This design comes from an exercise in tuning for small area on the open sky130 flow, not from production work. Function not checked in this run: the RTL went through the layout flow alone. Power and IR drop assume default switching activity.

## config.mk

```make
export PLATFORM = sky130hd
export DESIGN_NAME = bus_sniffer
export DESIGN_NICKNAME = bus_sniffer
export VERILOG_FILES = /design/flow/design.v
export SDC_FILE = /design/flow/constraint.sdc
export NUM_CORES = 4
export LEC_CHECK = 0
export CAP_MARGIN = 20
export CORE_MARGIN = 2
export CORE_UTILIZATION = 40
export PLACE_DENSITY = 0.6
export SLEW_MARGIN = 20
```

## constraint.sdc

```tcl
create_clock -name core_clock -period 5.0 [get_ports {clk_i}]
set_input_delay 1.0000 -clock core_clock [delete_from_list [all_inputs] [get_ports {clk_i}]]
set_output_delay 1.0000 -clock core_clock [all_outputs]
set_load 0.01 [all_outputs]
```

## design.v

```verilog
package sniffer_pkg;
  typedef logic [32-1:0] addr_t;
  typedef logic [32-1:0] data_t;
  typedef logic [4-1:0] be_t;
  typedef logic [32-1:0] ts_t;
  typedef logic [7:0] src_id_t;
  localparam int ReservedW = 128 - 8 - 32 - 32
                             - 32 - 4 - 3;
  typedef struct packed {
    src_id_t              source_id;     
    ts_t                  timestamp;     
    addr_t                address;       
    data_t                data;          
    be_t                  byte_enable;   
    logic                 we;            
    logic                 valid;         
    logic                 gnt;           
    logic [ReservedW-1:0] reserved;      
  } frame_t;
  typedef enum logic {
    IDLE,
    SHIFT
  } ser_state_e;
endpackage
module event_capture (
  input  logic                clk_i,
  input  logic                rst_ni,
  input  logic                instr_req_i,
  input  sniffer_pkg::addr_t  instr_addr_i,
  input  sniffer_pkg::data_t  instr_wdata_i,
  input  sniffer_pkg::be_t    instr_be_i,
  input  logic                instr_we_i,
  input  logic                instr_rvalid_i,
  input  sniffer_pkg::data_t  instr_rdata_i,
  input  logic                instr_gnt_i,
  input  logic                data_req_i,
  input  sniffer_pkg::addr_t  data_addr_i,
  input  sniffer_pkg::data_t  data_wdata_i,
  input  sniffer_pkg::be_t    data_be_i,
  input  logic                data_we_i,
  input  logic                data_rvalid_i,
  input  sniffer_pkg::data_t  data_rdata_i,
  input  logic                data_gnt_i,
  output logic                push_o,
  output sniffer_pkg::frame_t frame_o
);
  sniffer_pkg::ts_t ts_q;
  always_ff @(posedge clk_i or negedge rst_ni) begin
    if (!rst_ni) begin
      ts_q <= '0;
    end else begin
      ts_q <= ts_q + sniffer_pkg::ts_t'(1);   
    end
  end
  function automatic sniffer_pkg::frame_t build_frame(
    input sniffer_pkg::src_id_t id,
    input sniffer_pkg::ts_t     ts,
    input sniffer_pkg::addr_t   addr,
    input sniffer_pkg::data_t   data,
    input sniffer_pkg::be_t     be,
    input logic    we,
    input logic    gnt
  );
    sniffer_pkg::frame_t f;
    f             = '0;
    f.source_id   = id;
    f.timestamp   = ts;
    f.address     = addr;
    f.data        = data;
    f.byte_enable = be;
    f.we          = we;
    f.valid       = 1'b1;
    f.gnt         = gnt;
    f.reserved    = '0;
    build_frame = f;
  endfunction
  always_comb begin
    push_o  = 1'b1;
    frame_o = '0;
    if (instr_req_i) begin
      frame_o = build_frame(8'h01, ts_q, instr_addr_i,
                            instr_wdata_i, instr_be_i, instr_we_i, 1'b1);
    end else if (instr_rvalid_i) begin
      frame_o = build_frame(8'h02, ts_q, '0,
                            instr_rdata_i, '0, 1'b0, instr_gnt_i);
    end else if (data_req_i) begin
      frame_o = build_frame(8'h03, ts_q, data_addr_i,
                            data_wdata_i, data_be_i, data_we_i, 1'b1);
    end else if (data_rvalid_i) begin
      frame_o = build_frame(8'h04, ts_q, '0,
                            data_rdata_i, '0, 1'b0, data_gnt_i);
    end else begin
      push_o = 1'b0;   
    end
  end
endmodule
module frame_fifo #(
  parameter int Depth = 16
) (
  input  logic                clk_i,
  input  logic                rst_ni,
  input  logic                push_i,
  input  sniffer_pkg::frame_t frame_i,
  input  logic                pop_i,
  output sniffer_pkg::frame_t frame_o,
  output logic                empty_o
);
  localparam int PtrW = $clog2(Depth);
  logic [128-1:0] mem_q [Depth];   
  logic [PtrW-1:0] wr_ptr_q;
  logic [PtrW-1:0] rd_ptr_q;
  logic [PtrW:0]   count_q;    
  logic            full;
  logic            push_ok;
  assign full    = (count_q == (PtrW + 1)'(Depth));
  assign push_ok = push_i && !full;
  assign empty_o = (count_q == '0);
  assign frame_o = mem_q[rd_ptr_q];   
  always_ff @(posedge clk_i) begin
    if (push_ok) begin
      mem_q[wr_ptr_q] <= frame_i;
    end
  end
  always_ff @(posedge clk_i or negedge rst_ni) begin
    if (!rst_ni) begin
      wr_ptr_q <= '0;
      rd_ptr_q <= '0;
      count_q  <= '0;
    end else begin
      if (push_ok) begin
        wr_ptr_q <= wr_ptr_q + 1'b1;   
      end
      if (pop_i) begin
        rd_ptr_q <= rd_ptr_q + 1'b1;
      end
      case ({push_ok, pop_i})
        2'b10:   count_q <= count_q + 1'b1;
        2'b01:   count_q <= count_q - 1'b1;
        default: count_q <= count_q;   
      endcase
    end
  end
endmodule
module frame_serializer (
  input  logic                clk_i,
  input  logic                rst_ni,
  input  logic                empty_i,
  input  sniffer_pkg::frame_t frame_i,
  output logic                pop_o,
  output logic                sniffer_tdo_o,
  output logic                sniffer_valid_o
);
  localparam int CntW = $clog2(128);
  sniffer_pkg::ser_state_e                  state_q;
  sniffer_pkg::ser_state_e                  state_d;
  logic [128-1:0] shift_q;
  logic [CntW-1:0]             bit_cnt_q;
  logic                        last_bit;
  logic                        tdo_q;
  logic                        valid_q;
  assign pop_o    = (state_q == sniffer_pkg::IDLE) && !empty_i;   
  assign last_bit = (bit_cnt_q == CntW'(128 - 1));
  always_comb begin
    state_d = state_q;
    case (state_q)
      sniffer_pkg::IDLE: begin
        if (!empty_i) begin
          state_d = sniffer_pkg::SHIFT;
        end
      end
      sniffer_pkg::SHIFT: begin
        if (last_bit) begin
          state_d = sniffer_pkg::IDLE;
        end
      end
      default: state_d = sniffer_pkg::IDLE;
    endcase
  end
  always_ff @(posedge clk_i or negedge rst_ni) begin
    if (!rst_ni) begin
      state_q   <= sniffer_pkg::IDLE;
      bit_cnt_q <= '0;
      tdo_q     <= 1'b0;
      valid_q   <= 1'b0;
    end else begin
      state_q <= state_d;
      if (state_q == sniffer_pkg::SHIFT) begin
        tdo_q     <= shift_q[0];
        valid_q   <= 1'b1;
        bit_cnt_q <= bit_cnt_q + 1'b1;   
      end else begin
        tdo_q     <= 1'b0;   
        valid_q   <= 1'b0;
        bit_cnt_q <= '0;
      end
    end
  end
  always_ff @(posedge clk_i) begin
    if (pop_o) begin
      shift_q <= frame_i;
    end else if (state_q == sniffer_pkg::SHIFT) begin
      shift_q <= {1'b0, shift_q[128-1:1]};
    end
  end
  assign sniffer_tdo_o   = tdo_q;
  assign sniffer_valid_o = valid_q;
endmodule
module bus_sniffer (
  input  logic                clk_i,
  input  logic                rst_ni,
  input  logic                instr_req_i,
  input  sniffer_pkg::addr_t  instr_addr_i,
  input  sniffer_pkg::data_t  instr_wdata_i,
  input  sniffer_pkg::be_t    instr_be_i,
  input  logic                instr_we_i,
  input  logic                instr_rvalid_i,
  input  sniffer_pkg::data_t  instr_rdata_i,
  input  logic                instr_gnt_i,
  input  logic                data_req_i,
  input  sniffer_pkg::addr_t  data_addr_i,
  input  sniffer_pkg::data_t  data_wdata_i,
  input  sniffer_pkg::be_t    data_be_i,
  input  logic                data_we_i,
  input  logic                data_rvalid_i,
  input  sniffer_pkg::data_t  data_rdata_i,
  input  logic                data_gnt_i,
  output logic                sniffer_tdo_o,
  output logic                sniffer_valid_o
);
  logic   push;
  sniffer_pkg::frame_t cap_frame;
  logic   pop;
  logic   empty;
  sniffer_pkg::frame_t head_frame;
  event_capture u_capture (
    .clk_i     (clk_i),
    .rst_ni    (rst_ni),
    .instr_req_i(instr_req_i),
    .instr_addr_i(instr_addr_i),
    .instr_wdata_i(instr_wdata_i),
    .instr_be_i(instr_be_i),
    .instr_we_i(instr_we_i),
    .instr_rvalid_i(instr_rvalid_i),
    .instr_rdata_i(instr_rdata_i),
    .instr_gnt_i(instr_gnt_i),
    .data_req_i(data_req_i),
    .data_addr_i(data_addr_i),
    .data_wdata_i(data_wdata_i),
    .data_be_i (data_be_i),
    .data_we_i (data_we_i),
    .data_rvalid_i(data_rvalid_i),
    .data_rdata_i(data_rdata_i),
    .data_gnt_i(data_gnt_i),
    .push_o    (push),
    .frame_o   (cap_frame)
  );
  frame_fifo #(
    .Depth (16)
  ) u_fifo (
    .clk_i   (clk_i),
    .rst_ni  (rst_ni),
    .push_i  (push),
    .frame_i (cap_frame),
    .pop_i   (pop),
    .frame_o (head_frame),
    .empty_o (empty)
  );
  frame_serializer u_serializer (
    .clk_i           (clk_i),
    .rst_ni          (rst_ni),
    .empty_i         (empty),
    .frame_i         (head_frame),
    .pop_o           (pop),
    .sniffer_tdo_o   (sniffer_tdo_o),
    .sniffer_valid_o (sniffer_valid_o)
  );
endmodule
```

## run.sh

```bash
#!/bin/bash
# synth_recipe.tcl (not shown) runs the flow's synth.tcl, then flattens the netlist and writes it again
# the make line also repeats each setting of config.mk as NAME=value (left out here)
make -C /OpenROAD-flow-scripts/flow DESIGN_CONFIG=/design/flow/config.mk WORK_HOME=/design/flow/orfs CLKGATE_MAP_FILE= SYNTH_SCRIPT=/design/flow/synth_recipe.tcl finish
```

==> reports/summary.txt <==
Outcome: timing/DRC/antenna clean
CTS Buffer Depth: 3
Placed cells: 5893
Top delay family on crit path: buffers and inverters
Gate count of the mapped netlist: 3394
Global Route Usage Sum: 0.182
Crit path DAT: 4.10 ns
WL/cell: 27.1 um
Syn_nets: 3615
Most common cell in the netlist: edfxtp_1
Leakage: 26.4 nW
Final Hold Viols: 0
Drt drc: 0
Clock Latency Late Sink: 0.82 ns
Fill count: 14745
Final Net Count: 3935
Initial antenna violation count: 6
Internal: 29.2 mW
Hold slack: 0.331 ns
Register area: 56000 um^2
R2R depth: 10
Multi-input combinational cell area: 16000 um^2
Clock Skew: 0.0463 ns
Final setup margin: 1.33 ns
Most instantiated cells after synthesis: edfxtp_1, mux4_2, o22ai_1, mux2_2, clkbuf_1
Core area: 181000 um^2
CTS Hold Bufs: 0
Pin count of the biggest net entering global routing: 108
Gr ovfl total: 0
Final Critical Period: 3.67 ns
Power share of the clock group: 0.342
Combinational Power Share: 0.125
Crit path kind: in -> reg
Vias: 35211
Hold Crit Class: in -> async
IO Pins: 212
Worst-path maximum fanout: 43
Worst VDD drop: 0.000337 V
Max-slew violation count: 0
Register area share after synthesis: 0.769
Critical Path RT: 5.43 ns
Critical R2R Capture: u_fifo.count_q[4]
DIE WIDTH: 431 um
CTS Buf Count: 189
Post-DP HPWL: 85300 um
# rows: 156
Critical Path Source Type: input port
FF+latch count, synth: 1874
Top_reg_cell synth: edfxtp_1
Layout Cells excl Fill: 6235
Post-Place Cell Area: 78500 um^2
Synth unique cells: 50
Cts repair resizes: 0
R2R setup slack: 1.49 ns
Critical path, cell by cell: clkdlybuf4s50_1 > nor4_4 > a21oi_2 > nand2_1 > nor2_4 > buf_4
Top cell type by total area after synthesis: edfxtp_1
Slew HR: 0.248
Fraction of registers with async set/reset: 0.0293
Sum of buffers and inverters on the critical path: 2
Layout cells sized above 1: 0.269
Vias in the first global route: 37024
CP peak stage delay: 0.84 ns
Final WL: 169000 um
Postcts setup bufs: 0
Initial DRC count: 3527
DRT Pass-1 Iters: 5
Yosys warnings: 3
Upper clock frequency limit: 0.272 GHz
Avg Cell Area, Syn: 21.5 um^2
Die H: 431 um
Clk sink count: 1874
CTS tree: built
Post-route cell area: 84400 um^2
Starting Density: 0.403
Max stage delay cell, worst path: buf_4
R2r startpoint: u_fifo.count_q[1]
Antenna-violating nets left: 0
Max Cap Violations: 0
# setup viols final: 0
Worst Max-Slew Pin Slew: 1.13 ns
Root buffer cell: clkbuf_16
Clock-pin slew on the worst setup and hold paths: 0.06 ns
Pwr Density: 464 nW/um^2
Die ar.: 186000 um^2
Sw Share: 0.253
Worst setup EP type: register
Vias/cell: 5.65
Final clock period utilization by the worst path: 0.734
P_sw: 9.92 mW
Post-Syn Area: 72900 um^2
Port buffer count: 211
Synthesis-to-layout area growth: 15.8%
Seq pwr share: 0.533
Post-Place Worst Slack: 0.504 ns
RD Place Congestion: 0.761
Top area cells in the synthesized netlist: edfxtp_1, mux4_2, dfrtp_1, mux2_2, o22ai_1
First-pass GRT wire length: 250000 um
H-tree levels: 4
Post-synth top area share: 0.750
RSZ-0062 raised after global routing: no
Post-synth EDFFs: 1819
## routing by layer
metal  track usage  up-vias  share of wire
met5             0        -              0
met4        0.0396        0          0.017
met3        0.0288      201          0.051
met2         0.301      972           0.49
met1         0.257    19098           0.44
li1              -    14940              -
## how the worst max path moves through the flow
stage	startpoint	end	slack [ns]	cells past startpoint
finish	data_req_i	u_fifo.mem_q[6][36]	1.33	6
floorplan	instr_rvalid_i	u_fifo.mem_q[7][100]	-0.19	5
global route	u_fifo.count_q[1]	u_fifo.count_q[4]	1.17	10
detailed placement	data_req_i	u_fifo.mem_q[6][38]	0.50	6
CTS	data_req_i	u_fifo.mem_q[6][32]	1.39	6
global placement	data_req_i	u_fifo.mem_q[6][38]	0.57	6
## cell families after synthesis
logic type,count (synthesis),synth area share
DFF,1874,0.769
adders and majority gates,11,0.00189
muxes,531,0.148
xor gates and xnor gates,44,0.00529
AOI/OAI and AO/OA,440,0.0437
buffers and inverters,216,0.0144
and+or+nand+nor,278,0.0186
## final cells by class
cell class	instances	area share
clock buffer	225	0.0576
sequential	1874	0.664
multi-input combinational	1304	0.190
timing repair buffer	337	0.0416
tap	2370	0.0351
inverter	8	0.000445
antenna	1	0.0000297
clock inverter	116	0.0116
## layout by cell type, fill, tap and decap left out, types with 9 or more instances in the layout
cell | Yosys | final
a21oi_1 | 75 | 74
a21oi_2 | 34 | 35
a221o_1 | 32 | 32
a22oi_1 | 32 | 32
and2_1 | 23 | 23
and3_1 | 10 | 10
buf_12 | 0 | 35
buf_4 | 12 | 90
bufinv_16 | 0 | 9
clkbuf_1 | 99 | 36
clkbuf_16 | 0 | 189
clkdlybuf4s50_1 | 0 | 209
clkinv_1 | 1 | 41
clkinv_2 | 0 | 42
dfrtp_1 | 55 | 52
edfxtp_1 | 1819 | 1819
ha_1 | 11 | 11
mux2_2 | 106 | 106
mux4_2 | 424 | 424
nand2_1 | 96 | 96
nand3_1 | 14 | 13
nand4_1 | 13 | 13
nor2_1 | 59 | 47
nor2_4 | 0 | 12
nor2b_1 | 37 | 33
o21ai_0 | 41 | 32
o21ai_1 | 0 | 9
o22ai_1 | 164 | 164
o22ai_2 | 47 | 47
xnor2_1 | 30 | 30
xor2_1 | 14 | 14
## flip-flops by register name, summed over array words and instances, names as in the netlist
| register | count |
|---|---|
| u_capture.ts_q | 32 |
| u_fifo.count_q | 5 |
| u_fifo.mem_q | 1696 |
| u_fifo.rd_ptr_q | 4 |
| u_fifo.wr_ptr_q | 4 |
| u_serializer.bit_cnt_q | 7 |
| u_serializer.shift_q | 123 |
| u_serializer.state_q | 1 |
| u_serializer.tdo_q | 1 |
| u_serializer.valid_q | 1 |
## power by group through the flow
stage	Combinational (mW)	Sequential, mW	Clock, mW
finish	4.90	20.9	13.4
global route	5.25	21.1	14.2
CTS	5.02	20.9	13.7
detailed placement	5.01	21.2	0
global placement	4.97	21.1	0
floorplan	2.89	21.0	0
## per-stage QoR
step | power (mW) | util | setup TNS (ns)
after floorplan | 23.9 | - | -197.66
after global placement | 26.1 | 0.434 | 0
after detailed placement | 26.2 | 0.434 | 0
after CTS | 39.6 | 0.466 | 0
after global routing | 40.6 | 0.466 | 0
final | 39.2 | 0.466 | 0

-- re-timing with driven ports --
How much do the figures lean on ideal ports? The routed layout below was timed once more, with nothing changed but the port constraints. Step 1 (the two cells are an assumption about what drives the block):
set clk [get_ports {clk_i}]
set_driving_cell -lib_cell sky130_fd_sc_hd__clkbuf_16 $clk
set_driving_cell -lib_cell sky130_fd_sc_hd__buf_2 [delete_from_list [all_inputs] $clk]
Step 2 times the ports against the registers' clock, not the clock port: input delays grow and output delays shrink by t, the midpoint of the rising clock arrivals with the driver on. Slacks: ideal ports / drivers / drivers and shift; pairs: ideal ports / drivers.
t, ns: 0.887
slack for setup (ns): 1.330 / 1.393 / 0.506
hold WS [ns]: 0.331 / 0.270 / 0.463
clock arrival spread, ns: 0.050 / 0.050
pins driven straight from the clock port: 1
After both steps this run still meets setup and hold. The setup slack of this run moves by +0.063 ns with the drivers and by -0.824 ns with both steps.
